What follows belongs to an exercise in optimizing a design on an open flow for small area, a short achievable clock period and few clock cycles per item; a production flow would make more cautious choices. RTL that was checked went through simulation tests only; none was proved equivalent to the original. The RTL of runs 1 and 4 to 6 was laid out without a check of its function. Power and IR drop assume default switching activity.

**flow/design.v**
```verilog
`timescale 1ns/1ps
module mulDivHazardUnit (
	input logic clock,
	input logic rst,
	input logic ctrlMult,
	input logic ctrlDiv,
	input logic [31:0] operandA,
	input logic [31:0] operandB,
	input logic [4:0] rdIn,
	input logic [4:0] rs1,
	input logic [4:0] rs2,
	input logic [4:0] rd,
	output logic [31:0] result,
	output logic exception,
	output logic resultRdy,
	output logic stall
);
	function automatic logic [4:0] thermLen(logic [31:0] m);
		logic [32:0] t;
		t = {1'b0, m};
		for (int k = 0; k < 5; k++) begin
			thermLen[k] = 1'b0;
			for (int j = 1; (j << k) < 32; j += 2) begin
				thermLen[k] = thermLen[k] | (t[(j << k) - 1] & ~t[((j + 1) << k) - 1]);
			end
		end
	endfunction
	logic busy;
	logic hazEn;
	logic [4:0] dest;
	logic phMul;
	logic phShift;
	logic phDiv;
	logic phFin;
	logic mulRes;
	logic zeroRes;
	logic [4:0] cnt;
	logic inv;
	logic divSb;
	logic negq;
	logic look;
	logic ovf;
	logic sOvf;
	logic excReg;
	logic [37:0] R;
	logic [33:0] S;
	logic [31:0] Q;
	logic req;
	logic sa;
	logic sb;
	logic [31:0] magA;
	logic [31:0] magB;
	logic [31:0] maskA;
	logic [31:0] maskB;
	logic swap;
	logic dNeg;
	logic bZero;
	logic divTrivial;
	logic [31:0] negIn;
	logic [31:0] negOut;
	logic [5:0] dRaw;
	assign req = ctrlMult | ctrlDiv;
	assign sa = operandA[31];
	assign sb = operandB[31];
	assign magA = operandA ^ {32{sa}};
	assign magB = operandB ^ {32{sb}};
	always_comb begin
		maskA[31] = magA[31];
		maskB[31] = magB[31];
		for (int i = 30; i >= 0; i--) begin
			maskA[i] = maskA[i + 1] | magA[i];
			maskB[i] = maskB[i + 1] | magB[i];
		end
	end
	assign swap = |(maskB & ~maskA);
	assign dNeg = sa ? |(maskB & ~{maskA[30:0], 1'b1}) : swap;
	assign bZero = operandB == 32'd0;
	assign divTrivial = bZero | dNeg;
	assign dRaw = {1'b0, thermLen(maskA)} + {5'b0, sa} - {1'b0, thermLen(maskB)};
	assign negIn = (ctrlMult & ~swap) ? operandB : operandA;
	assign negOut = negIn[31] ? -negIn : negIn;
	logic one0;
	logic two0;
	logic neg0;
	logic one1;
	logic two1;
	logic neg1;
	logic rBadLoose;
	logic rBadStrict;
	logic selQ;
	logic selS1;
	logic selS2;
	logic selZ1;
	logic selZ2;
	logic fy;
	logic fz;
	logic [37:0] sExt;
	logic [37:0] x;
	logic [37:0] y;
	logic [37:0] z;
	logic [37:0] csaS;
	logic [37:0] csaC;
	logic [38:0] sumW;
	logic [37:0] sum;
	assign one0 = Q[0] ^ look;
	assign two0 = (Q[1] & ~Q[0] & ~look) | (~Q[1] & Q[0] & look);
	assign neg0 = Q[1] & ~(Q[0] & look);
	assign one1 = Q[2] ^ Q[1];
	assign two1 = (Q[3] & ~Q[2] & ~Q[1]) | (~Q[3] & Q[2] & Q[1]);
	assign neg1 = Q[3] & ~(Q[2] & Q[1]);
	assign rBadLoose = ~((R[37:31] == 7'h00) | (R[37:31] == 7'h7f) |
		(R[37:0] == 38'h0080000000));
	assign rBadStrict = ~((R[37:31] == 7'h00) | (R[37:31] == 7'h7f));
	assign selQ = phFin;
	assign selS1 = phDiv | (phMul & one0);
	assign selS2 = phMul & two0;
	assign selZ1 = phMul & one1;
	assign selZ2 = phMul & two1;
	assign fy = phMul ? (neg0 ^ inv) : (phFin ? negq : (~R[37] ^ divSb));
	assign fz = phMul & (neg1 ^ inv);
	assign sExt = {{4{S[33]}}, S};
	assign x = phFin ? 38'd0 : R;
	assign y = (({6'd0, Q} & {38{selQ}}) | (sExt & {38{selS1}}) |
		({sExt[36:0], 1'b0} & {38{selS2}})) ^ {38{fy}};
	assign z = (({sExt[35:0], 2'b00} & {38{selZ1}}) |
		({sExt[34:0], 3'b000} & {38{selZ2}})) ^ {38{fz}};
	assign csaS = x ^ y ^ z;
	assign csaC = {(x[36:0] & y[36:0]) | (x[36:0] & z[36:0]) | (y[36:0] & z[36:0]), fy};
	assign sumW = {csaS, fz} + {csaC, fz};
	assign sum = sumW[38:1];
	logic [4:0] shAmt;
	logic [33:0] sShl;
	assign shAmt = phMul ? 5'd4 : cnt;
	assign sShl = S << shAmt;
	logic mulLast;
	logic done;
	logic ovfNext;
	assign mulLast = Q[31:3] == 29'd0;
	assign done = (phMul & mulLast) | phFin;
	assign ovfNext = ovf | rBadLoose | (sOvf & (one0 | two0 | one1 | two1));
	always_ff @(posedge clock) begin
		if (rst) begin
			busy <= 1'b0;
			hazEn <= 1'b0;
			resultRdy <= 1'b0;
			phMul <= 1'b0;
			phShift <= 1'b0;
			phDiv <= 1'b0;
			phFin <= 1'b0;
		end else begin
			resultRdy <= 1'b0;
			if (!busy) begin
				if (req) begin
					busy <= ctrlMult | ~divTrivial;
					hazEn <= (ctrlMult | ~divTrivial) & (rdIn != 5'd0);
					resultRdy <= ~ctrlMult & divTrivial;
					phMul <= ctrlMult;
					phShift <= ~ctrlMult & ~divTrivial;
				end
			end else begin
				if (done) begin
					busy <= 1'b0;
					hazEn <= 1'b0;
					resultRdy <= 1'b1;
					phMul <= 1'b0;
					phFin <= 1'b0;
				end
				if (phShift) begin
					phShift <= 1'b0;
					phDiv <= 1'b1;
				end
				if (phDiv && cnt == 5'd0) begin
					phDiv <= 1'b0;
					phFin <= 1'b1;
				end
			end
		end
	end
	always_ff @(posedge clock) begin
		if (!busy) begin
			dest <= rdIn;
			ovf <= 1'b0;
			sOvf <= 1'b0;
			look <= 1'b0;
			inv <= swap ? sa : sb;
			divSb <= sb;
			negq <= sa ^ sb;
			cnt <= dRaw[5] ? 5'd31 : dRaw[4:0];
			mulRes <= ctrlMult;
			zeroRes <= ~ctrlMult & divTrivial;
			excReg <= ~ctrlMult & bZero;
			S <= (~ctrlMult | swap) ? {{2{sb}}, operandB} : {{2{sa}}, operandA};
			if (ctrlMult) begin
				Q <= negOut;
				R <= '0;
			end else begin
				Q <= '0;
				R <= {6'd0, negOut};
			end
		end else begin
			if (phMul) begin
				R <= sum;
				ovf <= ovfNext;
				excReg <= ovfNext;
				sOvf <= sOvf | ~((S[33:29] == 5'h00) | (S[33:29] == 5'h1f));
				S <= sShl;
				Q <= {4'h0, Q[31:4]};
				look <= Q[3];
			end
			if (phShift) begin
				S <= sShl;
			end
			if (phDiv) begin
				R <= sum;
				Q <= {Q[30:0], ~sum[37]};
				S <= {S[33], S[33:1]};
				cnt <= cnt - 5'd1;
			end
			if (phFin) begin
				R <= sum;
			end
		end
	end
	assign result = R[31:0] & {32{~zeroRes}};
	assign exception = excReg | (mulRes & rBadStrict);
	assign stall = (busy & req) |
		(hazEn & ((rs1 == dest) | (rs2 == dest) | (rd == dest)));
endmodule
```
**flow/run.sh**
```bash
#!/bin/bash
# synth_recipe.tcl (not shown) runs the flow's synth.tcl, then flattens the netlist and writes it again
# the make line also repeats each setting of config.mk as NAME=value (left out here)
make -C /OpenROAD-flow-scripts/flow DESIGN_CONFIG=/design/flow/config.mk WORK_HOME=/design/flow/orfs CLKGATE_MAP_FILE= SYNTH_SCRIPT=/design/flow/synth_recipe.tcl finish
```
**flow/config.mk**
```make
export PLATFORM = sky130hd
export DESIGN_NAME = mulDivHazardUnit
export DESIGN_NICKNAME = mulDivHazardUnit
export VERILOG_FILES = /design/flow/design.v
export SDC_FILE = /design/flow/constraint.sdc
export NUM_CORES = 4
export LEC_CHECK = 0
export ABC_AREA = 1
export CAP_MARGIN = 20
export CORE_MARGIN = 2
export CORE_UTILIZATION = 40
export SLEW_MARGIN = 20
```
**flow/constraint.sdc**
```tcl
create_clock -name core_clock -period 6.0 [get_ports {clock}]
set_input_delay 1.2000 -clock core_clock [delete_from_list [all_inputs] [get_ports {clock}]]
set_output_delay 1.2000 -clock core_clock [all_outputs]
set_load 0.01 [all_outputs]
```
==> results.txt, run 1 <==
status=complete, no violations; remaining global-route overflow=0; clock slew at the register clock pins of the worst setup and hold paths=0.07 ns; worst slew margin relative to its limit=24.75%; post-synthesis to final-layout area growth=33.86%; number of buffers added to fix hold violations after cts=0; Post-Syn Area per Cell=6.822 sq um; max-cap violation count=0; post-placement setup slack=-0.8420 ns; Clock Latency Late Sink=approximately 0.46 ns; P_leak=10.23 nW; Die Footprint=42380 sq um; power per cell area=453.4 nW/um^2; number of antenna violations at the first check in global routing=1; Max FO, Critical Path=4; post-route minimum period=5.786 ns; # rows=73; overall die width=205.9 microns; DRC errors left=0; maximum vdd ir drop=roughly 260 uV; cell internal power dissipation=4.746 mW; most common cell type on the critical path=buf_4; most common library cell in the layout ignoring fill and taps=nand2_1; placer's final routability congestion estimate=1.007; signal arrival time at the worst endpoint=6.18 ns; required time worst endpoint=about 6.4 ns; critical path capture point type=register; slowest library cell on the worst path=a21oi_1; dpl hpwl=around 55000 microns; TritonCTS Buffers=17; cells after synthesis=2389; achievable clock frequency=172.8 MHz; starting utilization of the core area=40.74%; count of unique library cells instantiated by Yosys=59; Hold Path Class=reg -> reg; Port-buffer cells=~120; filler-free cell count of the finished design=3324; average via count per standard cell=5.579; vias in the first global route=about 18000; share of layout cells above drive strength 1=21.34%; TritonCTS clock tree=built; TritonCTS Sinks=130; Syn. warnings=1; placement-stage cell area=~20000 sq um; number of antenna-violating nets in the routed design=0; proportion of power drawn by combinational gates=72.6%; Final period util=a little over nine tenths; largest net degree at the start of global routing=a little under 70; final worst setup slack=0.2143 ns; mapped cell area=16300 sq um; number of top-level pins=123; number of failing hold endpoints at the final stage=0; die height=between 200 and 250 microns; Final Cell Area=21820 sq um; biggest cell delay along the critical path=0.16 ns; setup violation total in the final timing report=0; number of nets in the final layout=roughly 3000; synthesis-stage register bit count=130; part of the total power dissipated in the clock network=10.8%; first-pass GRT wire length=103800 microns; cell count after placement=3231; Root Buffer=clkbuf_16; Initial DRT Pass Iterations=6; count of vias placed by the detailed router=approximately 19000; number of enable-type register cells in the synthesized netlist=120; GRT Util Overall=32.36%; cell taking the most area after synthesis=edfxtp_1; critical path start-end classification=in -> reg; switching share of power=52.02%; drt total wl=approximately 69000 microns; dominant cells by area after synthesis=edfxtp_1, nand2_1, o21ai_0; DRT iter0 DRCs=1985; buffers from clock root to sink, at most=2; max-slew violation count=0; core footprint=between 40000 and 50000 sq um; average routed wire per standard cell=20.70 microns; Final Skew=0.01466 ns; sequential area share after synthesis=23.34%; synthesized netlist net count=2570; type of origin of the critical path=input pin; H-Tree Level Count=4; share of the synthesized area in the top cell type=22.11%; prevailing post-synth register cell=edfxtp_1; share of flip-flops with an asynchronous set or reset=0%; switching power of the nets=5.146 mW; top library cells by usage in the layout, fill and taps aside=nand2_1, buf_4, inv_1; Tightest Pin Transition=1.126 ns; register share of total power=16.5%
## power by group through the flow
stage	Combinational [mW]	Clock (mW)	Sequential, mW
global placement	6.68	0	1.65
finish	7.18	1.07	1.64
detailed placement	6.77	0	1.65
global route	7.93	1.11	1.66
CTS	6.90	1.07	1.63
floorplan	4.40	0	1.53
## cell families after synthesis
logic type	after synthesis	share of synthesized area, %
muxes	17	1.044
DFF	130	23.34
AOI/OAI and AO/OA	611	22.07
and+or+nand+nor	959	25.99
buffers and inverters	421	10.17
xor gates and xnor gates	158	8.491
adders and majority gates	93	8.890
## repair_timing
| item | in CTS | in global routing |
|---|---|---|
| gates cloned | 2 | 0 |
| resized for setup | 94 | 111 |
| endpoints found under the hold margin | 0 | 0 |
| endpoints found under the setup margin | 49 | 84 |
| pin swaps | 41 | 59 |
| buffers inserted | 44 | 14 |
## stage by stage
stage                     setup TNS (ns)  util, %  hold WS (ns)  total power [mW]
final                                  0    54.53        0.4898             9.892
after global routing              -1.040    54.53        0.5054             10.70
after CTS                              0    53.42        0.4821             9.602
after detailed placement          -38.56    50.09        0.4725             8.414
after global placement            -37.10    50.05        0.4545             8.325
after floorplan                        0        -        0.4363             5.933
## sequential cells by signal (all words and copies together) (netlist names), 5 cells and up
name	count
Q	32
S	34
cnt	5
dest	5
R	38
## layer usage
| metal | track usage (%) | vias to the layer above | part of all wire (%) | wire length, microns |
|---|---|---|---|---|
| met5 | 0 | - | 0 | 0 |
| met4 | 12.27 | 0 | 3.8 | 2630 |
| met3 | 3.769 | 123 | 7.1 | 4907 |
| met2 | 54.52 | 812 | 47 | 32470 |
| met1 | 42.53 | 8689 | 42 | 28800 |
| li1 | - | 8922 | - | - |
## Yosys cell counts, types with 6 or more instances
| cell | n |
|---|---|
| o221ai_1 | 20 |
| nand2_2 | 8 |
| o21bai_1 | 6 |
| clkbuf_1 | 77 |
| nor2_2 | 15 |
| xor2_1 | 122 |
| buf_1 | 12 |
| mux2i_1 | 17 |
| o211ai_1 | 12 |
| edfxtp_1 | 120 |
| nand3_1 | 110 |
| inv_1 | 295 |
| nand2_1 | 477 |
| nand4_1 | 45 |
| nor2_1 | 249 |
| o21ai_1 | 28 |
| buf_2 | 15 |
| inv_2 | 8 |
| o2111ai_1 | 9 |
| ha_1 | 55 |
| nor3_1 | 14 |
| dfxtp_1 | 10 |
| a211oi_1 | 6 |
| a22oi_1 | 55 |
| xnor2_1 | 36 |
| o21ai_0 | 249 |
| nand4_4 | 6 |
| nor4_1 | 11 |
| a31oi_1 | 13 |
| a21oi_1 | 111 |
| o21ai_2 | 12 |
| nor2_4 | 8 |
| o22ai_1 | 61 |
| fa_1 | 38 |
## worst paths after layout
path | depth (start not counted) | startpoint | end | slack (ns)
setup reg to reg | 33 | Q[0] | Q[0] | 0.45
setup / recovery | 41 | operandB[26] | hazEn | 0.21
hold / removal | 2 | hazEn | hazEn | 0.49
hold reg to reg | 2 | hazEn | hazEn | 0.49
## worst max-delay path, delay by kind of cell
family | cells | cell delay [ns]
buffers and inverters | 32 | 3.85
and+or+nand+nor | 6 | 0.64
AOI/OAI and AO/OA | 3 | 0.44
## final cells by class
cell class	instances	area, sq um
Fill cell	3932	18190
Multi-Input combinational cell	1838	11480
Timing Repair Buffer	490	4121
Sequential cell	130	3806
Inverter	308	1166
Tap cell	525	656.9
Clock buffer	17	425.4
Clock inverter	15	160.2
Antenna cell	1	2.502
==> run 2, diff against run 1 <==
--- a/flow/design.v
+++ b/flow/design.v
@@ -39,6 +39,7 @@
 	logic divSb;
 	logic negq;
 	logic look;
+	logic saR;
 	logic ovf;
 	logic sOvf;
 	logic excReg;
@@ -56,9 +57,9 @@
 	logic dNeg;
 	logic bZero;
 	logic divTrivial;
-	logic [31:0] negIn;
-	logic [31:0] negOut;
-	logic [5:0] dRaw;
+	logic [4:0] lenA;
+	logic [4:0] lenB;
+	logic [6:0] dRaw;
 	assign req = ctrlMult | ctrlDiv;
 	assign sa = operandA[31];
 	assign sb = operandB[31];
@@ -72,13 +73,13 @@
 			maskB[i] = maskB[i + 1] | magB[i];
 		end
 	end
-	assign swap = |(maskB & ~maskA);
-	assign dNeg = sa ? |(maskB & ~{maskA[30:0], 1'b1}) : swap;
+	assign lenA = thermLen(maskA);
+	assign lenB = thermLen(maskB);
+	assign swap = lenA < lenB;
+	assign dRaw = {2'b00, lenA} + {6'b0, sa} - {2'b00, lenB};
+	assign dNeg = dRaw[6];
 	assign bZero = operandB == 32'd0;
 	assign divTrivial = bZero | dNeg;
-	assign dRaw = {1'b0, thermLen(maskA)} + {5'b0, sa} - {1'b0, thermLen(maskB)};
-	assign negIn = (ctrlMult & ~swap) ? operandB : operandA;
-	assign negOut = negIn[31] ? -negIn : negIn;
 	logic one0;
 	logic two0;
 	logic neg0;
@@ -94,6 +95,7 @@
 	logic selZ2;
 	logic fy;
 	logic fz;
+	logic cz;
 	logic [37:0] sExt;
 	logic [37:0] x;
 	logic [37:0] y;
@@ -116,8 +118,9 @@
 	assign selS2 = phMul & two0;
 	assign selZ1 = phMul & one1;
 	assign selZ2 = phMul & two1;
-	assign fy = phMul ? (neg0 ^ inv) : (phFin ? negq : (~R[37] ^ divSb));
+	assign fy = (phMul & (neg0 ^ inv)) | (phFin & negq) | (phDiv & (~R[37] ^ divSb));
 	assign fz = phMul & (neg1 ^ inv);
+	assign cz = fz | (phShift & saR);
 	assign sExt = {{4{S[33]}}, S};
 	assign x = phFin ? 38'd0 : R;
 	assign y = (({6'd0, Q} & {38{selQ}}) | (sExt & {38{selS1}}) |
@@ -126,7 +129,7 @@
 		({sExt[34:0], 3'b000} & {38{selZ2}})) ^ {38{fz}};
 	assign csaS = x ^ y ^ z;
 	assign csaC = {(x[36:0] & y[36:0]) | (x[36:0] & z[36:0]) | (y[36:0] & z[36:0]), fy};
-	assign sumW = {csaS, fz} + {csaC, fz};
+	assign sumW = {csaS, cz} + {csaC, cz};
 	assign sum = sumW[38:1];
 	logic [4:0] shAmt;
 	logic [33:0] sShl;
@@ -181,43 +184,40 @@
 			dest <= rdIn;
 			ovf <= 1'b0;
 			sOvf <= 1'b0;
-			look <= 1'b0;
+			look <= swap ? sa : sb;
 			inv <= swap ? sa : sb;
+			saR <= sa;
 			divSb <= sb;
 			negq <= sa ^ sb;
 			cnt <= dRaw[5] ? 5'd31 : dRaw[4:0];
 			mulRes <= ctrlMult;
 			zeroRes <= ~ctrlMult & divTrivial;
 			excReg <= ~ctrlMult & bZero;
-			S <= (~ctrlMult | swap) ? {{2{sb}}, operandB} : {{2{sa}}, operandA};
-			if (ctrlMult) begin
-				Q <= negOut;
-				R <= '0;
-			end else begin
-				Q <= '0;
-				R <= {6'd0, negOut};
-			end
 		end else begin
 			if (phMul) begin
-				R <= sum;
 				ovf <= ovfNext;
 				excReg <= ovfNext;
 				sOvf <= sOvf | ~((S[33:29] == 5'h00) | (S[33:29] == 5'h1f));
+				look <= Q[3];
+			end
+			if (phDiv) begin
+				cnt <= cnt - 5'd1;
+			end
+		end
+	end
+	always_ff @(posedge clock) begin
+		if (!busy) begin
+			S <= (~ctrlMult | swap) ? {{2{sb}}, operandB} : {{2{sa}}, operandA};
+			Q <= ctrlMult ? (swap ? magA : magB) : 32'd0;
+			R <= ctrlMult ? 38'd0 : {6'd0, magA};
+		end else begin
+			R <= sum;
+			if (phMul) begin
 				S <= sShl;
 				Q <= {4'h0, Q[31:4]};
-				look <= Q[3];
-			end
-			if (phShift) begin
-				S <= sShl;
-			end
-			if (phDiv) begin
-				R <= sum;
-				Q <= {Q[30:0], ~sum[37]};
-				S <= {S[33], S[33:1]};
-				cnt <= cnt - 5'd1;
-			end
-			if (phFin) begin
-				R <= sum;
+			end else begin
+				S <= phShift ? sShl : {S[33], S[33:1]};
+				Q <= {Q[30:0], phDiv & ~sum[37]};
 			end
 		end
 	end
--- a/flow/config.mk
+++ b/flow/config.mk
@@ -9,4 +9,5 @@
 export CAP_MARGIN = 20
 export CORE_MARGIN = 2
 export CORE_UTILIZATION = 40
+export SETUP_SLACK_MARGIN = 1.0
 export SLEW_MARGIN = 20
==> results.txt, run 2 <==
share of layout cells above drive strength 1=6.899% (was 21.34%); mapped cell area=14320 sq um (was 16300 sq um); status=complete, no violations (unchanged); Post-Syn Area per Cell=6.327 sq um (was 6.822 sq um); Root Buffer=clkbuf_16 (unchanged); cell internal power dissipation=3.544 mW (was 4.746 mW); Port-buffer cells=122 (unchanged); part of the total power dissipated in the clock network=14.1% (was 10.8%); Die Footprint=37320 sq um (was 42380 sq um); setup violation total in the final timing report=0 (unchanged); slowest library cell on the worst path=xnor2_1 (was a21oi_1); required time worst endpoint=6.38 ns (was 6.39 ns); cell taking the most area after synthesis=dfxtp_1 (was edfxtp_1); Max FO, Critical Path=20 (was 4); type of origin of the critical path=input pin (unchanged); max-cap violation count=0 (unchanged); biggest cell delay along the critical path=0.55 ns (was 0.16 ns); GRT Util Overall=35.52% (was 32.36%); cells after synthesis=2263 (was 2389); final-layout setup total negative slack=0 ns (unchanged); count of unique library cells instantiated by Yosys=53 (was 59); number of antenna violations at the first check in global routing=1 (unchanged); remaining global-route overflow=0 (unchanged); TritonCTS Buffers=17 (unchanged); Final Cell Area=16980 sq um (was 21820 sq um); max-slew violation count=0 (unchanged); Hold Path Class=reg -> reg (unchanged); number of nets in the final layout=2545 (was 2966); Tightest Pin Transition=1.026 ns (was 1.126 ns); first-pass GRT wire length=95990 microns (was 103800 microns); number of enable-type register cells in the synthesized netlist=19 (was 120); top library cells by usage in the layout, fill and taps aside=nand2_1, o21ai_0, nor2_1 (was nand2_1, buf_4, inv_1); vias in the first global route=15100 (was 17930); synthesis-stage register bit count=131 (was 130); r2r worst-path depth=22 (was 33); switching power of the nets=4.443 mW (was 5.146 mW); number of flip-flops in the largest register=38 (unchanged); most common library cell in the layout ignoring fill and taps=nand2_1 (unchanged); most common cell type on the critical path=nor2_1 (was buf_4); dpl hpwl=54520 microns (was 55130 microns); overall die width=193.2 microns (was 205.9 microns); largest net degree at the start of global routing=66 (was 68); critical path capture point type=register (unchanged); share of flip-flops with an asynchronous set or reset=0% (unchanged); clock slew at the register clock pins of the worst setup and hold paths=0.07 ns (about the same); placement-stage cell area=16030 sq um (was 20040 sq um); setup repair after global routing missed its margin=false; proportion of power drawn by combinational gates=67.6% (was 72.6%); TritonCTS Sinks=131 (was 130); signal arrival time at the worst endpoint=5.28 ns (was 6.18 ns); worst slew margin relative to its limit=31.44% (was 24.75%); P_leak=7.892 nW (was 10.23 nW); kind of cell adding the most delay to the critical path=simple AND/OR/NAND/NOR gates (was buffers and inverters); TritonCTS clock tree=built (unchanged); switching share of power=55.63% (was 52.02%); final core utilization=47.97% (was 54.53%); Top reg by flops=R (unchanged); Initial DRT Pass Iterations=6 (unchanged); top flop regs=R: 38 flops, S: 34 flops, Q: 32 flops (unchanged); average routed wire per standard cell=23.47 microns (was 20.70 microns); number of failing hold endpoints at the final stage=0 (unchanged); post-synthesis to final-layout area growth=18.60% (was 33.86%); placer's final routability congestion estimate=1.009 (was 1.007); number of buffers added to fix hold violations after cts=0 (unchanged); total stage count of the critical path=26 (was 41); Syn. warnings=1 (unchanged); post-route minimum period=4.900 ns (was 5.786 ns); H-Tree Level Count=4 (unchanged); hold-critical path depth=2 (unchanged); count leader, synth=nand2_1 (unchanged); drt total wl=66620 microns (was 68810 microns); starting utilization of the core area=40.45% (was 40.74%); antenna diode count=0 (was 1); critical path start-end classification=in -> reg (unchanged); Final period util=81.67% (was 96.43%); number of top-level pins=123 (unchanged); number of antenna-violating nets in the routed design=0 (unchanged); Final Skew=0.01250 ns (was 0.01466 ns); DRC errors left=0 (unchanged); dominant cells by area after synthesis=dfxtp_1, nand2_1, o21ai_0 (was edfxtp_1, nand2_1, o21ai_0); DRT iter0 DRCs=1819 (was 1985); count of vias placed by the detailed router=16290 (was 18550); power per cell area=470.4 nW/um^2 (was 453.4 nW/um^2); achievable clock frequency=204.1 MHz (was 172.8 MHz); sequential area share after synthesis=19.65% (was 23.34%); # rows=69 (was 73); average via count per standard cell=5.740 (was 5.579); buffers from clock root to sink, at most=2 (unchanged); maximum vdd ir drop=235.0 uV (was 258.0 uV); core footprint=35400 sq um (was 40010 sq um); Clock Latency Late Sink=0.46 ns (about the same); prevailing post-synth register cell=dfxtp_1 (was edfxtp_1); Crit path buffers/inverters=7 (was 32); die height=193.2 microns (was 205.9 microns); synthesized netlist net count=2444 (was 2570); register share of total power=18.3% (was 16.5%); most common library cells after synthesis=nand2_1, o21ai_0, nor2_1 (was nand2_1, inv_1, nor2_1, o21ai_0, xor2_1); share of the synthesized area in the top cell type=15.66% (was 22.11%)
run 2: changes by cell type in the layout (fill, tap and decap cells not counted), sizes merged, moves of 13 or more:
cell           change
nand2             -38
xnor2             +22
dfxtp            +102
edfxtp           -101
clkdlybuf4s50     +13
nor2              +24
a21oi             +19
a22oi             -24
xor2              -19
o21ai             +33
nand4             -35
nand3             -41
buf              -298
inv               -33
run 2: worst paths after layout:
kind,startpoint,end,slack (ns)
max reg2reg,look,Q[0],1.24
min reg2reg,sOvf,sOvf,0.48
min,sOvf,sOvf,0.48
max,operandA[31],resultRdy,1.10
run 2: routing by layer:
metal / track usage (%) / wire length [microns] / up-vias
met3: 6.063 / 5391 / 115
met5: 0 / 0 / -
met4: 14.10 / 2932 / 0
met1: 48.04 / 28810 / 7709
met2: 56.26 / 29490 / 782
li1: - / - / 7683
run 2: layout make-up:
| class | instances | area (sq um) |
|---|---|---|
| fill | 3776 | 18420 |
| multi-input combinational | 1751 | 10200 |
| sequential | 131 | 2818 |
| timing repair buffer | 189 | 1743 |
| inverter | 274 | 1028 |
| tap | 461 | 576.8 |
| clock buffer | 17 | 425.4 |
| clock inverter | 15 | 191.4 |
run 2: cells by family (layout without fill, tap and decap cells):
group                      after synthesis  after routing  synth area share, %
adders and majority gates               93             93                10.28
DFF                                    131            131                19.65
xor gates and xnor gates               161            161                10.01
muxes                                    6              6               0.4195
AOI/OAI and AO/OA                      604            604                23.49
buffers and inverters                  381            495                10.63
and+or+nand+nor                        887            887                25.54
run 2: worst reg2reg max path, cell delays in order (launching register included):
cell and delay, ns:
edfxtp_1 0.45, ha_1 0.33, a21oi_1 0.22, inv_1 0.09
buf_4 0.23, a22oi_1 0.26, o21ai_0 0.30, xor2_1 0.24
fa_1 0.49, ha_1 0.37, nand2_1 0.09, nand2_1 0.10
a21oi_2 0.22, nand2_1 0.12, nand2_1 0.07, nand2_1 0.09
nand2_1 0.07, nand3_1 0.16, nand3_1 0.23, nand3_2 0.20
nand2_1 0.10, nand2_1 0.05, nand2_1 0.21
run 2: power groups by stage:
stage          Clock [mW]  Combinational, mW  Sequential, mW
2_1_floorplan           0               3.42            1.34
3_3_place_gp            0               5.21            1.46
3_5_place_dp            0               5.20            1.46
4_1_cts              1.13               5.24            1.45
5_1_grt              1.17               5.94            1.49
6_report             1.12               5.40            1.46
run 2: metrics by stage:
step                setup slack, ns  power, mW  instances  hold slack [ns]
global route                 0.9850      8.595       2838           0.5014
floorplan                     1.410      4.757       2263           0.4300
global placement             0.3752      6.675       2792           0.4400
CTS                          0.9194      7.820       2824           0.4781
detailed placement           0.3158      6.665       2792           0.4678
finish                        1.100      7.987       2838           0.4776
run 2: timing repair:
action                                  CTS  global route
endpoints found under the setup margin   10            16
resized for setup                         7            35
pin swaps                                 0            16
buffers inserted                          0            14
Testbench counts of run 2, summed over its fixed seeds: cycles 3,242, ops 512.
==> run 3, diff against run 2 <==
--- a/flow/config.mk
+++ b/flow/config.mk
@@ -9,5 +9,4 @@
 export CAP_MARGIN = 20
 export CORE_MARGIN = 2
 export CORE_UTILIZATION = 40
-export SETUP_SLACK_MARGIN = 1.0
 export SLEW_MARGIN = 20
==> results.txt, run 3 <==
status=complete, no violations (unchanged); mapped cell area=14320 sq um (unchanged); TritonCTS Sinks=131 (unchanged); number of top-level pins=123 (unchanged); remaining global-route overflow=0 (unchanged); cell internal power dissipation=3.502 mW (was 3.544 mW); P_leak=7.744 nW (was 7.892 nW); signal arrival time at the worst endpoint=5.68 ns (was 5.28 ns); setup violation total in the final timing report=0 (unchanged); slowest library cell on the worst path=dfxtp_1 (was xnor2_1); Hold Path Class=reg -> reg (unchanged); share of flip-flops with an asynchronous set or reset=0% (unchanged); synthesis-stage register bit count=131 (unchanged); overall die width=193.2 microns (unchanged); number of antenna-violating nets in the routed design=0 (unchanged); count leader, synth=nand2_1 (unchanged); synthesized netlist net count=2444 (unchanged); max-cap violation count=0 (unchanged); switching share of power=55.75% (was 55.63%); critical path start-end classification=reg -> reg (was in -> reg); DRC errors left=0 (unchanged); max-slew violation count=0 (unchanged); Tightest Pin Transition=1.056 ns (was 1.026 ns); sequential area share after synthesis=19.65% (unchanged); Setup Buffers After CTS=0 (unchanged); reg-to-reg endpoint=R[25] (was Q[0]); clock slew at the register clock pins of the worst setup and hold paths=0.08 ns (was 0.07 ns); register-to-register path setup slack=0.57 ns (was 1.24 ns); post-placement setup slack=0.3158 ns (unchanged); final worst setup slack=0.5726 ns (was 1.100 ns); final-layout setup total negative slack=0 ns (unchanged); average via count per standard cell=5.718 (was 5.740); hold endpoint=sOvf (unchanged); top flop regs=R: 38 flops, S: 34 flops, Q: 32 flops (unchanged); first-pass GRT wire length=95920 microns (was 95990 microns); largest net degree at the start of global routing=66 (unchanged); cells after synthesis=2263 (unchanged); ordered cell list for the critical path=ha_1, nand2_1, inv_1, nand2_1, xor2_1, fa_1, ha_1, a21oi_1, nand2_1, nand2_1, nand2_1, a21oi_1, buf_4, nor3_1, nor3_1, o22ai_1; fill cell total of the finished layout=3806 (was 3776); post-route minimum period=5.427 ns (was 4.900 ns); Root Buffer=clkbuf_16 (unchanged); share of the synthesized area in the top cell type=15.66% (unchanged); Final Cell Area=16650 sq um (was 16980 sq um); achievable clock frequency=184.3 MHz (was 204.1 MHz); maximum vdd ir drop=237.5 uV (was 235.0 uV); setup repair after global routing missed its margin=false (unchanged); core footprint=35400 sq um (unchanged); dpl hpwl=54520 microns (unchanged); TritonCTS Buffers=17 (unchanged); most common library cells after synthesis=nand2_1, o21ai_0, nor2_1 (unchanged); dominant cells by area after synthesis=dfxtp_1, nand2_1, o21ai_0 (unchanged); number of antenna violations at the first check in global routing=1 (unchanged); worst slew margin relative to its limit=29.44% (was 31.44%); hold_sp=sOvf (unchanged); number of buffers added to fix hold violations after cts=0 (unchanged); register share of total power=18.5% (was 18.3%); r2r worst-path depth=16 (was 22); GRT Util Overall=35.50% (was 35.52%); die height=193.2 microns (unchanged); hold-critical path depth=2 (unchanged); top library cells by usage in the layout, fill and taps aside=nand2_1, o21ai_0, nor2_1 (unchanged); type of origin of the critical path=register (was input pin); Initial DRT Pass Iterations=6 (unchanged); H-Tree Level Count=4 (unchanged); number of failing hold endpoints at the final stage=0 (unchanged); Final Skew=0.01290 ns (was 0.01250 ns); placement-stage cell area=16030 sq um (unchanged); TritonCTS clock tree=built (unchanged); most common cell type on the critical path=nand2_1 (was nor2_1); vias in the first global route=15090 (was 15100); placer's final routability congestion estimate=1.009 (unchanged); count of vias placed by the detailed router=16150 (was 16290); number of flip-flops in the largest register=38 (unchanged); biggest cell delay along the critical path=0.67 ns (was 0.55 ns); proportion of power drawn by combinational gates=67.3% (was 67.6%); drt total wl=66270 microns (was 66620 microns); most common library cell in the layout ignoring fill and taps=nand2_1 (unchanged); switching power of the nets=4.412 mW (was 4.443 mW); Port-buffer cells=122 (unchanged); count of unique library cells instantiated by Yosys=53 (unchanged); Final period util=90.46% (was 81.67%); overall power after layout=7.915 mW (was 7.987 mW); buffers from clock root to sink, at most=2 (unchanged); Die Footprint=37320 sq um (unchanged); Syn. warnings=1 (unchanged); # rows=69 (unchanged); post-synthesis to final-layout area growth=16.28% (was 18.60%); prevailing post-synth register cell=dfxtp_1 (unchanged); required time worst endpoint=6.25 ns (was 6.38 ns); cell taking the most area after synthesis=dfxtp_1 (unchanged); number of nets in the final layout=2531 (was 2545); part of the total power dissipated in the clock network=14.2% (was 14.1%); Clock Latency Late Sink=0.46 ns (about the same); share of layout cells above drive strength 1=5.205% (was 6.899%); r2r startpoint=Q[1] (was look); Max FO, Critical Path=16 (was 20); number of enable-type register cells in the synthesized netlist=19 (unchanged); CTS resizes=0 (was 7); Top reg by flops=R (unchanged); DRT iter0 DRCs=1857 (was 1819); antenna diode count=0 (unchanged); average routed wire per standard cell=23.47 microns (about the same); starting utilization of the core area=40.45% (unchanged); Post-Syn Area per Cell=6.327 sq um (unchanged); critical path capture point type=register (unchanged); power per cell area=475.4 nW/um^2 (was 470.4 nW/um^2)
[run 3: cell counts after synthesis]
Identical to the previous run, type by type.
[run 3: area by class of cell]
cell class	instances	area (sq um)	share of cell area, %
clock buffers	17	425.4	2.555
clock inverters	15	191.4	1.150
inverters	274	1028	6.178
multi-input cells	1751	9988	60.00
flip-flops and latches	131	2816	16.92
well taps	461	576.8	3.465
repair buffers	175	1622	9.740
[run 3: how the worst max path moves through the flow]
stage,start,to,slack [ns],cells past startpoint
after floorplan,operandB[31],S[33],1.41,26
after global routing,operandA[31],cnt[2],0.30,24
after CTS,Q[1],R[25],0.70,16
after global placement,operandA[21],cnt[2],0.38,21
after detailed placement,operandA[21],cnt[2],0.32,21
final,Q[1],R[25],0.57,16
[run 3: metrics by stage]
stage,utilization [%],std cells,hold slack (ns)
finish,47.03,2824,0.4763
global route,47.03,2824,0.5014
CTS,47.03,2824,0.4781
detailed placement,45.29,2792,0.4678
global placement,45.29,2792,0.4400
floorplan,-,2263,0.4300
[run 3: power by group through the flow]
stage | clock network (mW) | registers (mW) | logic (mW)
after floorplan | 0 | 1.34 | 3.42
after CTS | 1.13 | 1.45 | 5.23
after detailed placement | 0 | 1.46 | 5.20
final | 1.13 | 1.46 | 5.33
after global routing | 1.17 | 1.49 | 5.87
after global placement | 0 | 1.46 | 5.21
[run 3: layer usage]
metal  global-route usage, %  vias up  routed length (microns)
li1                        -     7661                        -
met1                   47.85     7614                    28510
met2                   56.28      770                    29570
met3                   6.443      104                     5493
met4                   13.81        0                     2707
met5                       0        -                        0
[run 3: critical path, delay by kind of cell, from the launching register on]
family	cells	cell delay, ns
AO/OA/AOI/OAI	3	0.79
XOR/XNOR	1	0.24
adder cells (fa/ha/maj)	3	1.19
buffers and inverters	2	0.46
flip-flops	1	0.67
AND/OR/NAND/NOR	7	1.87
[run 3: logic make-up (layout without fill, tap and decap cells)]
group                      count (synthesis)  count (layout)  synth area share, %
AOI/OAI and AO/OA                        604             604                23.49
xor gates and xnor gates                 161             161                10.01
adders and majority gates                 93              93                10.28
buffers and inverters                    381             481                10.63
DFF                                      131             131                19.65
muxes                                      6               6               0.4195
and+or+nand+nor                          887             887                25.54
==> run 4, diff against run 3 <==
--- a/flow/design.v
+++ b/flow/design.v
@@ -25,6 +25,11 @@
 			end
 		end
 	endfunction
+	function automatic logic [2:0] booth(logic b1, logic b0, logic bm);
+		booth[0] = b0 ^ bm;
+		booth[1] = (b1 & ~b0 & ~bm) | (~b1 & b0 & bm);
+		booth[2] = b1 & ~(b0 & bm);
+	endfunction
 	logic busy;
 	logic hazEn;
 	logic [4:0] dest;
@@ -38,7 +43,6 @@
 	logic inv;
 	logic divSb;
 	logic negq;
-	logic look;
 	logic saR;
 	logic ovf;
 	logic sOvf;
@@ -80,12 +84,6 @@
 	assign dNeg = dRaw[6];
 	assign bZero = operandB == 32'd0;
 	assign divTrivial = bZero | dNeg;
-	logic one0;
-	logic two0;
-	logic neg0;
-	logic one1;
-	logic two1;
-	logic neg1;
 	logic rBadLoose;
 	logic rBadStrict;
 	logic selQ;
@@ -96,6 +94,7 @@
 	logic fy;
 	logic fz;
 	logic cz;
+	logic nz;
 	logic [37:0] sExt;
 	logic [37:0] x;
 	logic [37:0] y;
@@ -104,25 +103,11 @@
 	logic [37:0] csaC;
 	logic [38:0] sumW;
 	logic [37:0] sum;
-	assign one0 = Q[0] ^ look;
-	assign two0 = (Q[1] & ~Q[0] & ~look) | (~Q[1] & Q[0] & look);
-	assign neg0 = Q[1] & ~(Q[0] & look);
-	assign one1 = Q[2] ^ Q[1];
-	assign two1 = (Q[3] & ~Q[2] & ~Q[1]) | (~Q[3] & Q[2] & Q[1]);
-	assign neg1 = Q[3] & ~(Q[2] & Q[1]);
 	assign rBadLoose = ~((R[37:31] == 7'h00) | (R[37:31] == 7'h7f) |
 		(R[37:0] == 38'h0080000000));
 	assign rBadStrict = ~((R[37:31] == 7'h00) | (R[37:31] == 7'h7f));
-	assign selQ = phFin;
-	assign selS1 = phDiv | (phMul & one0);
-	assign selS2 = phMul & two0;
-	assign selZ1 = phMul & one1;
-	assign selZ2 = phMul & two1;
-	assign fy = (phMul & (neg0 ^ inv)) | (phFin & negq) | (phDiv & (~R[37] ^ divSb));
-	assign fz = phMul & (neg1 ^ inv);
-	assign cz = fz | (phShift & saR);
 	assign sExt = {{4{S[33]}}, S};
-	assign x = phFin ? 38'd0 : R;
+	assign x = selQ ? 38'd0 : R;
 	assign y = (({6'd0, Q} & {38{selQ}}) | (sExt & {38{selS1}}) |
 		({sExt[36:0], 1'b0} & {38{selS2}})) ^ {38{fy}};
 	assign z = (({sExt[35:0], 2'b00} & {38{selZ1}}) |
@@ -130,6 +115,21 @@
 	assign csaS = x ^ y ^ z;
 	assign csaC = {(x[36:0] & y[36:0]) | (x[36:0] & z[36:0]) | (y[36:0] & z[36:0]), fy};
 	assign sumW = {csaS, cz} + {csaC, cz};
+	assign nz = selS1 | selS2 | selZ1 | selZ2;
+	logic [31:0] qAcc;
+	logic lookAcc;
+	logic [2:0] dA0;
+	logic [2:0] dA1;
+	logic [2:0] dM0;
+	logic [2:0] dM1;
+	logic fyDiv;
+	assign qAcc = swap ? magA : magB;
+	assign lookAcc = swap ? sa : sb;
+	assign dA0 = booth(qAcc[1], qAcc[0], lookAcc);
+	assign dA1 = booth(qAcc[3], qAcc[2], qAcc[1]);
+	assign dM0 = booth(Q[5], Q[4], Q[3]);
+	assign dM1 = booth(Q[7], Q[6], Q[5]);
+	assign fyDiv = ~sum[37] ^ divSb;
 	assign sum = sumW[38:1];
 	logic [4:0] shAmt;
 	logic [33:0] sShl;
@@ -140,7 +140,7 @@
 	logic ovfNext;
 	assign mulLast = Q[31:3] == 29'd0;
 	assign done = (phMul & mulLast) | phFin;
-	assign ovfNext = ovf | rBadLoose | (sOvf & (one0 | two0 | one1 | two1));
+	assign ovfNext = ovf | rBadLoose | (sOvf & nz);
 	always_ff @(posedge clock) begin
 		if (rst) begin
 			busy <= 1'b0;
@@ -184,7 +184,6 @@
 			dest <= rdIn;
 			ovf <= 1'b0;
 			sOvf <= 1'b0;
-			look <= swap ? sa : sb;
 			inv <= swap ? sa : sb;
 			saR <= sa;
 			divSb <= sb;
@@ -198,11 +197,40 @@
 				ovf <= ovfNext;
 				excReg <= ovfNext;
 				sOvf <= sOvf | ~((S[33:29] == 5'h00) | (S[33:29] == 5'h1f));
-				look <= Q[3];
 			end
 			if (phDiv) begin
 				cnt <= cnt - 5'd1;
 			end
+		end
+	end
+	always_ff @(posedge clock) begin
+		if (!busy) begin
+			selQ <= 1'b0;
+			selS1 <= ctrlMult & dA0[0];
+			selS2 <= ctrlMult & dA0[1];
+			selZ1 <= ctrlMult & dA1[0];
+			selZ2 <= ctrlMult & dA1[1];
+			fy <= ctrlMult & (dA0[2] ^ lookAcc);
+			fz <= ctrlMult & (dA1[2] ^ lookAcc);
+			cz <= ctrlMult ? (dA1[2] ^ lookAcc) : sa;
+		end else if (phMul) begin
+			selQ <= 1'b0;
+			selS1 <= dM0[0];
+			selS2 <= dM0[1];
+			selZ1 <= dM1[0];
+			selZ2 <= dM1[1];
+			fy <= dM0[2] ^ inv;
+			fz <= dM1[2] ^ inv;
+			cz <= dM1[2] ^ inv;
+		end else begin
+			selQ <= phDiv & (cnt == 5'd0);
+			selS1 <= phShift | (phDiv & (cnt != 5'd0));
+			selS2 <= 1'b0;
+			selZ1 <= 1'b0;
+			selZ2 <= 1'b0;
+			fy <= phShift ? ~divSb : ((cnt == 5'd0) ? negq : fyDiv);
+			fz <= 1'b0;
+			cz <= 1'b0;
 		end
 	end
 	always_ff @(posedge clock) begin
--- a/flow/config.mk
+++ b/flow/config.mk
@@ -9,4 +9,5 @@
 export CAP_MARGIN = 20
 export CORE_MARGIN = 2
 export CORE_UTILIZATION = 40
+export SETUP_SLACK_MARGIN = 2.0
 export SLEW_MARGIN = 20
==> results.txt, run 4 <==
required time worst endpoint=6.30 ns (was 6.25 ns); multi-input gate area in the final layout=11420 sq um (was 9988 sq um); # rows=70 (was 69); vias in the first global route=16140 (was 15090); average routed wire per standard cell=23.18 microns (was 23.47 microns); TritonCTS clock tree=built (unchanged); Tightest Pin Transition=0.9851 ns (was 1.056 ns); drt total wl=68190 microns (was 66270 microns); synthesis-stage register bit count=137 (was 131); GRT Util Overall=34.99% (was 35.50%); DRC errors left=0 (unchanged); signal arrival time at the worst endpoint=4.59 ns (was 5.68 ns); core footprint=36350 sq um (was 35400 sq um); power per cell area=644.5 nW/um^2 (was 475.4 nW/um^2); count of unique library cells instantiated by Yosys=56 (was 53); first-pass GRT wire length=99690 microns (was 95920 microns); antenna diode count=0 (unchanged); DRT iter0 DRCs=2036 (was 1857); average via count per standard cell=5.831 (was 5.718); prevailing post-synth register cell=dfxtp_1 (unchanged); xor/xnor cell area share of the yosys netlist=9.413% (was 10.01%); achievable clock frequency=232.9 MHz (was 184.3 MHz); setup repair after global routing missed its margin=true (was false); maximum vdd ir drop=261.6 uV (was 237.5 uV); worst slew margin relative to its limit=34.32% (was 29.44%); area fraction in compound gates after synthesis=22.60% (was 23.49%); final-layout setup total negative slack=0 ns (unchanged); most common library cells after synthesis=nand2_1, inv_1, nor2_1 (was nand2_1, o21ai_0, nor2_1); top library cells by usage in the layout, fill and taps aside=nand2_1, inv_1, nor2_1 (was nand2_1, o21ai_0, nor2_1); P_leak=8.757 nW (was 7.744 nW); largest family of logic cells by synthesized area=simple AND/OR/NAND/NOR gates (unchanged); post-placement setup slack=0.4753 ns (was 0.3158 ns); number of antenna-violating nets in the routed design=0 (unchanged); share of layout cells above drive strength 1=17.34% (was 5.205%); starting utilization of the core area=40.26% (was 40.45%); dpl hpwl=53830 microns (was 54520 microns); number of failing hold endpoints at the final stage=0 (unchanged); Port-buffer cells=122 (unchanged); simple-gate area share of the yosys netlist=26.49% (was 25.54%); most common library cell in the layout ignoring fill and taps=nand2_1 (unchanged); type of origin of the critical path=input pin (was register); Final Cell Area=19190 sq um (was 16650 sq um); cell count after placement=2803 (was 2792); filler-free cell count of the finished design=2942 (was 2824); share of flip-flops with an asynchronous set or reset=0% (unchanged); top flop regs=R: 38 flops, S: 34 flops, Q: 32 flops (unchanged); number of antenna violations at the first check in global routing=2 (was 1); largest net degree at the start of global routing=53 (was 66); Post-Synth Adder-Cell Area=10.40% (was 10.28%); placer's final routability congestion estimate=1.037 (was 1.009); synthesized netlist net count=2464 (was 2444); number of top-level pins=123 (unchanged); remaining global-route overflow=0 (unchanged); final worst setup slack=1.707 ns (was 0.5726 ns); proportion of synthesized area in mux cells=0.4104% (was 0.4195%); status=complete, no violations (unchanged); post-synthesis to final-layout area growth=31.16% (was 16.28%); critical path capture point type=register (unchanged); number of nets in the final layout=2646 (was 2531); cells after synthesis=2279 (was 2263); TritonCTS Sinks=137 (was 131); Initial DRT Pass Iterations=6 (unchanged); max-slew violation count=0 (unchanged); Max FO, Critical Path=9 (was 16); Clock Latency Late Sink=0.46 ns (about the same); overall die width=195.3 microns (was 193.2 microns); sequential cell area=2918 sq um (was 2816 sq um); Post-Syn Area per Cell=6.421 sq um (was 6.327 sq um); Top reg by flops=R (unchanged); setup violation total in the final timing report=0 (unchanged); Syn. warnings=1 (unchanged); TritonCTS Buffers=17 (unchanged); max-cap violation count=0 (unchanged); count of vias placed by the detailed router=17150 (was 16150); Die Footprint=38130 sq um (was 37320 sq um); dominant cells by area after synthesis=dfxtp_1, nand2_1, inv_1 (was dfxtp_1, nand2_1, o21ai_0); buffers from clock root to sink, at most=2 (unchanged); H-Tree Level Count=4 (unchanged); die height=195.3 microns (was 193.2 microns); number of enable-type register cells in the synthesized netlist=17 (was 19); Root Buffer=clkbuf_16 (unchanged); Final period util=71.55% (was 90.46%); clock slew at the register clock pins of the worst setup and hold paths=0.07 ns (was 0.08 ns); cell taking the most area after synthesis=dfxtp_1 (unchanged); sequential area share after synthesis=19.90% (was 19.65%); share of the synthesized area in the top cell type=16.42% (was 15.66%); count leader, synth=nand2_1 (unchanged); critical path start-end classification=in -> reg (was reg -> reg); Final Skew=0.01429 ns (was 0.01290 ns); post-route minimum period=4.293 ns (was 5.427 ns); Hold Path Class=reg -> reg (unchanged); placement-stage cell area=16530 sq um (was 16030 sq um); fill cell total of the finished layout=3607 (was 3806); number of flip-flops in the largest register=38 (unchanged); mapped cell area=14630 sq um (was 14320 sq um)
## run 4: cell type report
cell class                      count  share of cell area, %
Clock buffer                       18                  2.288
Clock inverter                     14                 0.7823
Inverter                          293                  5.854
Multi-Input combinational cell   1745                  59.52
Sequential cell                   137                  15.20
Tap cell                          468                  3.051
Timing Repair Buffer              267                  13.31
## run 4: layer usage
| metal | vias up | track usage, % | part of all wire (%) |
|---|---|---|---|
| met4 | 0 | 16.51 | 5.5 |
| met2 | 978 | 53.66 | 43 |
| met1 | 8023 | 47.98 | 43 |
| met5 | - | 0 | 0 |
| li1 | 7962 | - | - |
| met3 | 191 | 5.803 | 9.0 |
## run 4: through the flow
stage          power, mW  hold WS (ns)  utilization [%]
2_1_floorplan      7.465        0.4301                -
4_1_cts            11.67        0.4563            50.12
3_5_place_dp       10.31        0.4441            45.47
5_1_grt            13.33        0.4937            52.81
3_3_place_gp       10.32        0.4398            45.46
6_report           12.37        0.4576            52.81
## run 4: repair_timing
item / in CTS / in global routing
resized for setup: 200 / 170
setup buffers: 66 / 35
endpoints found under the setup margin: 87 / 99
hold buffers: 0 / 0
pin swaps: 73 / 62
cloned: 3 / 2
## run 4: worst max-delay path, stage by stage
cell and delay [ns]:
buf_16 0.14, xnor2_4 0.21, nand2_2 0.11, nor2_4 0.19
buf_4 0.14, buf_4 0.13, nand3_1 0.23, o21a_1 0.33
nand2_1 0.09, inv_1 0.06, o21ai_4 0.07, buf_4 0.15
ha_4 0.20, nand4_1 0.14, nand2_4 0.10, buf_6 0.14
nand2_8 0.11, buf_4 0.15, clkinvlp_4 0.09, buf_4 0.17
nor2_1 0.08, nor2_1 0.05, o21ai_1 0.14, o221ai_1 0.14
## run 4: power by group
group,switching (mW),internal (mW)
Sequential,0.269,1.24
Clock,0.514,0.601
Combinational,6.55,3.20
## run 4: cell families (layout without fill, tap and decap cells)
kind of cell	Yosys count	count (layout)
and+or+nand+nor	926	926
AOI/OAI and AO/OA	563	563
buffers and inverters	397	592
xor gates and xnor gates	153	153
DFF	137	137
adders and majority gates	97	97
muxes	6	6
## run 4: worst paths after layout
check | from | end | slack, ns | cells past startpoint
max reg2reg | selS2 | fy | 2.06 | 17
min | sOvf | sOvf | 0.46 | 2
min reg2reg | sOvf | sOvf | 0.46 | 2
max | operandA[31] | S[14] | 1.71 | 24
==> run 5, diff against run 4 <==
--- a/flow/config.mk
+++ b/flow/config.mk
@@ -9,5 +9,5 @@
 export CAP_MARGIN = 20
 export CORE_MARGIN = 2
 export CORE_UTILIZATION = 40
-export SETUP_SLACK_MARGIN = 2.0
+export SETUP_SLACK_MARGIN = 1.0
 export SLEW_MARGIN = 20
==> results.txt, run 5 <==
ordered cell list for the critical path=clkdlybuf4s50_1, inv_1, ha_1, nand3b_2, nor2_4, nand4_4, nor2_4, nand4_4, nor2_4, nand4_1, nand2_1, inv_1, ha_1, nand4_1, buf_4, nand2_4, nand2_8, clkbuf_16, o21ai_0, o221ai_1 (was buf_16, xnor2_4, nand2_2, nor2_4, buf_4, buf_4, nand3_1, o21a_1, nand2_1, inv_1, o21ai_4, buf_4, ha_4, nand4_1, nand2_4, buf_6, nand2_8, buf_4, clkinvlp_4, buf_4, nor2_1, nor2_1, o21ai_1, o221ai_1); remaining global-route overflow=0 (unchanged); reg-to-reg endpoint=R[29] (was fy); register-to-register path setup slack=1.59 ns (was 2.06 ns); most common library cells after synthesis=nand2_1, inv_1, nor2_1 (unchanged); number of failing hold endpoints at the final stage=0 (unchanged); vias in the first global route=15650 (was 16140); Final Cell Area=17110 sq um (was 19190 sq um); synthesized netlist net count=2464 (unchanged); area fraction in compound gates after synthesis=22.60% (unchanged); Root Buffer=clkbuf_16 (unchanged); Tightest Pin Transition=1.128 ns (was 0.9851 ns); Post-Synth Adder-Cell Area=10.40% (unchanged); number of top-level pins=123 (unchanged); DRT iter0 DRCs=1982 (was 2036); hold_sp=phFin (was sOvf); multi-input gate area in the final layout=10230 sq um (was 11420 sq um); Hold Path Class=reg -> reg (unchanged); number of antenna violations at the first check in global routing=3 (was 2); P_leak=7.837 nW (was 8.757 nW); worst slew margin relative to its limit=24.61% (was 34.32%); placement-stage cell area=16290 sq um (was 16530 sq um); core footprint=36350 sq um (unchanged); overall die width=195.3 microns (unchanged); GRT Util Overall=35.05% (was 34.99%); drt total wl=68540 microns (was 68190 microns); hold endpoint=phFin (was sOvf); post-route minimum period=4.822 ns (was 4.293 ns); slowest library cell on the worst path=clkdlybuf4s50_1 (was o21a_1); number of antenna-violating nets in the routed design=0 (unchanged); count of vias placed by the detailed router=16650 (was 17150); critical path start-end classification=in -> reg (unchanged); post-synthesis to final-layout area growth=16.91% (was 31.16%); setup violation total in the final timing report=0 (unchanged); DRC errors left=0 (unchanged); r2r worst-path depth=17 (unchanged); cells after synthesis=2279 (unchanged); Die Footprint=38130 sq um (unchanged); critical path capture point type=register (unchanged); dpl hpwl=55720 microns (was 53830 microns); antenna diode count=0 (unchanged); Final period util=80.36% (was 71.55%); largest net degree at the start of global routing=65 (was 53); average routed wire per standard cell=24.02 microns (was 23.18 microns); status=complete, no violations (unchanged); max-cap violation count=0 (unchanged); count of unique library cells instantiated by Yosys=56 (unchanged); # rows=70 (unchanged); number of buffers added to fix hold violations after cts=0 (unchanged); overall power after layout=11.69 mW (was 12.37 mW); synthesis-stage register bit count=137 (unchanged); Final Skew=0.01442 ns (was 0.01429 ns); cell count after placement=2805 (was 2803); buffers from clock root to sink, at most=2 (unchanged); filler-free cell count of the finished design=2854 (was 2942); dominant cells by area after synthesis=dfxtp_1, nand2_1, inv_1 (unchanged); xor/xnor cell area share of the yosys netlist=9.413% (unchanged); largest family of logic cells by synthesized area=simple AND/OR/NAND/NOR gates (unchanged); Initial DRT Pass Iterations=6 (unchanged); count leader, synth=nand2_1 (unchanged); max-slew violation count=0 (unchanged); simple-gate area share of the yosys netlist=26.49% (unchanged); power per cell area=683.0 nW/um^2 (was 644.5 nW/um^2); starting utilization of the core area=40.26% (unchanged); most common library cell in the layout ignoring fill and taps=nand2_1 (unchanged); number of nets in the final layout=2558 (was 2646); share of the synthesized area in the top cell type=16.42% (unchanged); Post-Syn Area per Cell=6.421 sq um (unchanged); maximum vdd ir drop=277.2 uV (was 261.6 uV); setup repair after global routing missed its margin=true (unchanged); clock slew at the register clock pins of the worst setup and hold paths=0.07 ns (about the same); fill cell total of the finished layout=3895 (was 3607); die height=195.3 microns (unchanged); average via count per standard cell=5.835 (was 5.831); Clock Latency Late Sink=0.46 ns (about the same); achievable clock frequency=207.4 MHz (was 232.9 MHz); prevailing post-synth register cell=dfxtp_1 (unchanged); signal arrival time at the worst endpoint=5.13 ns (was 4.59 ns); proportion of synthesized area in mux cells=0.4104% (unchanged); worst setup path start=operandB[30] (was operandA[31]); number of enable-type register cells in the synthesized netlist=17 (unchanged); mapped cell area=14630 sq um (unchanged); TritonCTS clock tree=built (unchanged); TritonCTS Buffers=17 (unchanged); Top reg by flops=R (unchanged); type of origin of the critical path=input pin (unchanged); top flop regs=R: 38 flops, S: 34 flops, Q: 32 flops (unchanged); Max FO, Critical Path=13 (was 9); TritonCTS Sinks=137 (unchanged); Syn. warnings=1 (unchanged); sequential area share after synthesis=19.90% (unchanged); cell taking the most area after synthesis=dfxtp_1 (unchanged); share of flip-flops with an asynchronous set or reset=0% (unchanged); placer's final routability congestion estimate=1.047 (was 1.037); required time worst endpoint=6.30 ns (about the same); final-layout setup total negative slack=0 ns (unchanged); H-Tree Level Count=4 (unchanged); most common cell type on the critical path=nor2_4 (was buf_4); r2r startpoint=selQ (was selS2); sequential cell area=2918 sq um (unchanged); biggest cell delay along the critical path=0.45 ns (was 0.33 ns); first-pass GRT wire length=99470 microns (was 99690 microns); Port-buffer cells=122 (unchanged); hold-critical path depth=2 (unchanged); top library cells by usage in the layout, fill and taps aside=nand2_1, inv_1, nor2_1 (unchanged); share of layout cells above drive strength 1=6.245% (was 17.34%); number of flip-flops in the largest register=38 (unchanged)
==> run 5: per-stage QoR <==
| step | worst slack, ns | util (%) | hold WS, ns |
|---|---|---|---|
| 6_report | 1.178 | 47.07 | 0.4803 |
| 4_1_cts | 1.076 | 46.44 | 0.4846 |
| 5_1_grt | 0.9820 | 47.07 | 0.5185 |
| 3_3_place_gp | 0.4847 | 44.81 | 0.4567 |
| 3_5_place_dp | 0.4243 | 44.81 | 0.4737 |
| 2_1_floorplan | 1.289 | - | 0.4301 |
==> run 5: layer usage <==
layer / routed length, microns / global-route usage, % / part of all wire (%) / up-vias
li1: - / - / - / 7783
met1: 29100 / 47.39 / 42 / 7862
met2: 29970 / 55.12 / 44 / 883
met3: 6590 / 6.960 / 9.6 / 120
met4: 2844 / 13.34 / 4.1 / 6
met5: 31 / 0 / 0.045 / -
==> run 5: repair_timing <==
item | in CTS | in global routing
buffers inserted | 2 | 11
endpoints found under the hold margin | 0 | 0
setup endpoints to repair | 8 | 22
pin swaps | 0 | 7
cloned | 0 | 3
gates resized for setup | 4 | 19
==> run 5: worst max-delay path by stage <==
stage | end | slack (ns) | cells past startpoint
2_1_floorplan | cz | 1.29 | 27
3_3_place_gp | cnt[2] | 0.48 | 21
3_5_place_dp | cnt[2] | 0.42 | 21
4_1_cts | S[11] | 1.08 | 26
5_1_grt | cz | 0.98 | 24
6_report | S[12] | 1.18 | 20
==> run 5: logic make-up after synthesis <==
kind of cell | Yosys count
multiplexers | 6
buffers and inverters | 397
adder cells (fa/ha/maj) | 97
flip-flops | 137
AO/OA/AOI/OAI | 563
AND/OR/NAND/NOR | 926
XOR/XNOR | 153
==> run 5: worst max-delay path, delay by kind of cell <==
kind,cells,cell delay (ns)
AND/OR/NAND/NOR,11,1.69
buffers and inverters,5,0.96
adder cells (fa/ha/maj),2,0.64
AO/OA/AOI/OAI,2,0.63
==> run 5: area by class of cell <==
cell class	count	share of cell area [%]
multi-input cells	1746	59.82
inverters	293	6.450
repair buffers	178	9.946
clock buffers	18	2.508
flip-flops and latches	137	17.05
clock inverters	14	0.7971
well taps	468	3.423
==> run 5: where the power goes <==
| group | switching [mW] | internal, mW | total (mW) |
|---|---|---|---|
| logic | 6.19 | 2.88 | 9.07 |
| clock network | 0.522 | 0.583 | 1.11 |
| registers | 0.278 | 1.24 | 1.51 |
==> run 6, diff against run 5 <==
--- a/flow/design.v
+++ b/flow/design.v
@@ -123,10 +123,18 @@
 	logic [2:0] dM0;
 	logic [2:0] dM1;
 	logic fyDiv;
+	logic [2:0] dAa0;
+	logic [2:0] dAa1;
+	logic [2:0] dAb0;
+	logic [2:0] dAb1;
 	assign qAcc = swap ? magA : magB;
 	assign lookAcc = swap ? sa : sb;
-	assign dA0 = booth(qAcc[1], qAcc[0], lookAcc);
-	assign dA1 = booth(qAcc[3], qAcc[2], qAcc[1]);
+	assign dAa0 = booth(magA[1], magA[0], sa) ^ {sa, 2'b00};
+	assign dAa1 = booth(magA[3], magA[2], magA[1]) ^ {sa, 2'b00};
+	assign dAb0 = booth(magB[1], magB[0], sb) ^ {sb, 2'b00};
+	assign dAb1 = booth(magB[3], magB[2], magB[1]) ^ {sb, 2'b00};
+	assign dA0 = swap ? dAa0 : dAb0;
+	assign dA1 = swap ? dAa1 : dAb1;
 	assign dM0 = booth(Q[5], Q[4], Q[3]);
 	assign dM1 = booth(Q[7], Q[6], Q[5]);
 	assign fyDiv = ~sum[37] ^ divSb;
@@ -210,9 +218,9 @@
 			selS2 <= ctrlMult & dA0[1];
 			selZ1 <= ctrlMult & dA1[0];
 			selZ2 <= ctrlMult & dA1[1];
-			fy <= ctrlMult & (dA0[2] ^ lookAcc);
-			fz <= ctrlMult & (dA1[2] ^ lookAcc);
-			cz <= ctrlMult ? (dA1[2] ^ lookAcc) : sa;
+			fy <= ctrlMult & dA0[2];
+			fz <= ctrlMult & dA1[2];
+			cz <= ctrlMult ? dA1[2] : sa;
 		end else if (phMul) begin
 			selQ <= 1'b0;
 			selS1 <= dM0[0];
--- a/flow/config.mk
+++ b/flow/config.mk
@@ -9,5 +9,5 @@
 export CAP_MARGIN = 20
 export CORE_MARGIN = 2
 export CORE_UTILIZATION = 40
-export SETUP_SLACK_MARGIN = 1.0
+export SETUP_SLACK_MARGIN = 2.0
 export SLEW_MARGIN = 20
==> results.txt, run 6 <==
status=complete, no violations (unchanged); power per cell area=586.8 nW/um^2 (was 683.0 nW/um^2); most common library cell in the layout ignoring fill and taps=nand2_1 (unchanged); dpl hpwl=55070 microns (was 55720 microns); cells after synthesis=2278 (was 2279); Clock Latency Late Sink=0.47 ns (was 0.46 ns); number of flip-flops in the largest register=38 (unchanged); Root Buffer=clkbuf_16 (unchanged); mapped cell area=14610 sq um (was 14630 sq um); worst slew margin relative to its limit=31.62% (was 24.61%); dominant cells by area after synthesis=dfxtp_1, nand2_1, o21ai_0 (was dfxtp_1, nand2_1, inv_1); number of buffers added to fix hold violations after cts=0 (unchanged); clock slew at the register clock pins of the worst setup and hold paths=0.07 ns (about the same); final-layout setup total negative slack=0 ns (unchanged); global routing met3 resource utilization=8.428% (was 6.960%); max-slew violation count=0 (unchanged); r2r worst-path depth=15 (was 17); most common library cells after synthesis=nand2_1, inv_1, nor2_1 (unchanged); part of the total power dissipated in the clock network=9.8% (was 9.5%); remaining global-route overflow=0 (unchanged); type of origin of the critical path=input pin (unchanged); slowest library cell on the worst path=o211ai_1 (was clkdlybuf4s50_1); setup violation total in the final timing report=0 (unchanged); prevailing post-synth register cell=dfxtp_1 (unchanged); vias in the first global route=16270 (was 15650); first-pass GRT wire length=103400 microns (was 99470 microns); hold endpoint=Q[1] (was phFin); register share of total power=12.6% (was 13.0%); Crit path buffers/inverters=9 (was 5); Final period util=73.14% (was 80.36%); proportion of power drawn by combinational gates=77.6% (about the same); cell internal power dissipation=4.739 mW (was 4.698 mW); DRC errors left=0 (unchanged); Most Used Layer, Global Route=met2 (unchanged); Port-buffer cells=122 (unchanged); critical path start-end classification=in -> reg (unchanged); Max FO, Critical Path=14 (was 13); drt total wl=71950 microns (was 68540 microns); Die Footprint=38080 sq um (was 38130 sq um); average via count per standard cell=6.025 (was 5.835); register-to-register path setup slack=2.06 ns (was 1.59 ns); TritonCTS Sinks=137 (unchanged); hold-critical path depth=2 (unchanged); GRT Util Overall=36.48% (was 35.05%); required time worst endpoint=6.33 ns (was 6.30 ns); top flop regs=R: 38 flops, S: 34 flops, Q: 32 flops (unchanged); overall power after layout=11.35 mW (was 11.69 mW); Hold Path Class=reg -> reg (unchanged); post-synthesis to final-layout area growth=32.39% (was 16.91%); overall die width=195.1 microns (was 195.3 microns); switching share of power=58.26% (was 59.79%); met1 routing resource usage after global routing=49.26% (was 47.39%); number of nets in the final layout=2639 (was 2558); critical path capture point type=register (unchanged); Tightest Pin Transition=1.022 ns (was 1.128 ns); largest net degree at the start of global routing=67 (was 65); number of failing hold endpoints at the final stage=0 (unchanged); achievable clock frequency=227.9 MHz (was 207.4 MHz); share of layout cells above drive strength 1=18.45% (was 6.245%); core footprint=36260 sq um (was 36350 sq um); reg-to-reg endpoint=Q[0] (was R[29]); placer's final routability congestion estimate=1.026 (was 1.047); setup repair after global routing missed its margin=true (unchanged); # rows=70 (unchanged); signal arrival time at the worst endpoint=4.72 ns (was 5.13 ns); fill cell total of the finished layout=3641 (was 3895); sequential area share after synthesis=19.93% (was 19.90%); Worst Hold Margin=0.4716 ns (was 0.4803 ns); kind of cell adding the most delay to the critical path=simple AND/OR/NAND/NOR gates (unchanged); P_leak=8.684 nW (was 7.837 nW); count of vias placed by the detailed router=17680 (was 16650); top library cells by usage in the layout, fill and taps aside=nand2_1, inv_1, nor2_1 (unchanged); maximum vdd ir drop=304.8 uV (was 277.2 uV); H-Tree Level Count=4 (unchanged); number of antenna-violating nets in the routed design=0 (unchanged); count leader, synth=nand2_1 (unchanged); GR met2 Demand/Resource=55.01% (was 55.12%); synthesis-stage register bit count=137 (unchanged); r2r startpoint=selQ (unchanged); buffers from clock root to sink, at most=2 (unchanged); TritonCTS Buffers=17 (unchanged); starting utilization of the core area=40.30% (was 40.26%); cell taking the most area after synthesis=dfxtp_1 (unchanged); switching power of the nets=6.614 mW (was 6.987 mW); hold_sp=Q[0] (was phFin); number of top-level pins=123 (unchanged); Syn. warnings=1 (unchanged); share of the synthesized area in the top cell type=16.44% (was 16.42%); count of unique library cells instantiated by Yosys=62 (was 56); biggest cell delay along the critical path=0.33 ns (was 0.45 ns); DRT iter0 DRCs=2252 (was 1982); number of antenna violations at the first check in global routing=1 (was 3); die height=195.1 microns (was 195.3 microns); antenna diode count=0 (unchanged); share of flip-flops with an asynchronous set or reset=0% (unchanged); most common cell type on the critical path=nand2_2 (was nor2_4); TritonCTS clock tree=built (unchanged); Final Skew=0.01620 ns (was 0.01442 ns); Initial DRT Pass Iterations=8 (was 6); post-route minimum period=4.389 ns (was 4.822 ns); average routed wire per standard cell=24.52 microns (was 24.02 microns); number of enable-type register cells in the synthesized netlist=17 (unchanged); Top reg by flops=R (unchanged); max-cap violation count=0 (unchanged); synthesized netlist net count=2464 (unchanged); Post-Syn Area per Cell=6.415 sq um (was 6.421 sq um)
-- run 6: worst min-delay path, stage by stage (launching register included) --
cell	delay, ns
dfxtp_1	0.33
nand2_1	0.05
nand3_1	0.07
-- run 6: cells by family (layout without fill, tap and decap cells) --
| group | Yosys count | in the layout | synth area share [%] |
|---|---|---|---|
| AO/OA/AOI/OAI | 586 | 586 | 23.51 |
| XOR/XNOR | 149 | 149 | 8.930 |
| adder cells (fa/ha/maj) | 98 | 98 | 10.50 |
| buffers and inverters | 390 | 578 | 10.51 |
| flip-flops | 137 | 137 | 19.93 |
| multiplexers | 6 | 6 | 0.4110 |
| AND/OR/NAND/NOR | 912 | 912 | 26.22 |
-- run 6: worst max path at each step --
stage                             from  slack (ns)  cells after the start      to
after floorplan           operandB[31]        1.45                     25  cnt[2]
after global placement    operandA[29]        0.49                     26    busy
after detailed placement  operandA[28]        0.47                     20   Q[18]
after CTS                 operandB[31]        1.76                     24  cnt[2]
after global routing      operandB[31]        1.53                     24  cnt[3]
final                     operandB[31]        1.61                     26   S[17]
-- run 6: area by class of cell --
class | instances | area [sq um] | area share [%]
multi-input combinational | 1751 | 11360 | 58.72
sequential | 137 | 2923 | 15.11
timing repair buffer | 264 | 2789 | 14.42
inverter | 282 | 1099 | 5.678
tap | 468 | 585.6 | 3.027
clock buffer | 19 | 464.2 | 2.399
clock inverter | 13 | 126.4 | 0.6532
-- run 6: timing repair --
item | 4_1_cts | 5_1_grt
gates cloned | 10 | 3
setup endpoints to repair | 96 | 94
resized for setup | 245 | 140
pin swaps | 59 | 59
buffers inserted | 66 | 27
-- run 6: stage by stage --
step,worst slack (ns),cell area [sq um],instances,util [%]
3_3_place_gp,0.4876,16330,2795,45.04
2_1_floorplan,1.454,14830,2278,-
6_report,1.611,19350,2934,53.36
5_1_grt,1.529,19350,2934,53.36
3_5_place_dp,0.4715,16330,2795,45.04
4_1_cts,1.764,18520,2903,51.06
-- run 6: routing by layer --
layer | share of wire [%] | up-vias
li1 | - | 8022
met3 | 11 | 217
met4 | 5.4 | 2
met1 | 41 | 8301
met2 | 43 | 1135
met5 | 0.015 | -
-- run 6: power by group through the flow --
| stage | Sequential, mW | Combinational [mW] | Clock [mW] |
|---|---|---|---|
| 3_3_place_gp | 1.44 | 8.02 | 0 |
| 4_1_cts | 1.42 | 8.37 | 1.11 |
| 6_report | 1.43 | 8.81 | 1.11 |
| 2_1_floorplan | 1.35 | 5.45 | 0 |
| 3_5_place_dp | 1.44 | 7.98 | 0 |
| 5_1_grt | 1.46 | 9.57 | 1.15 |
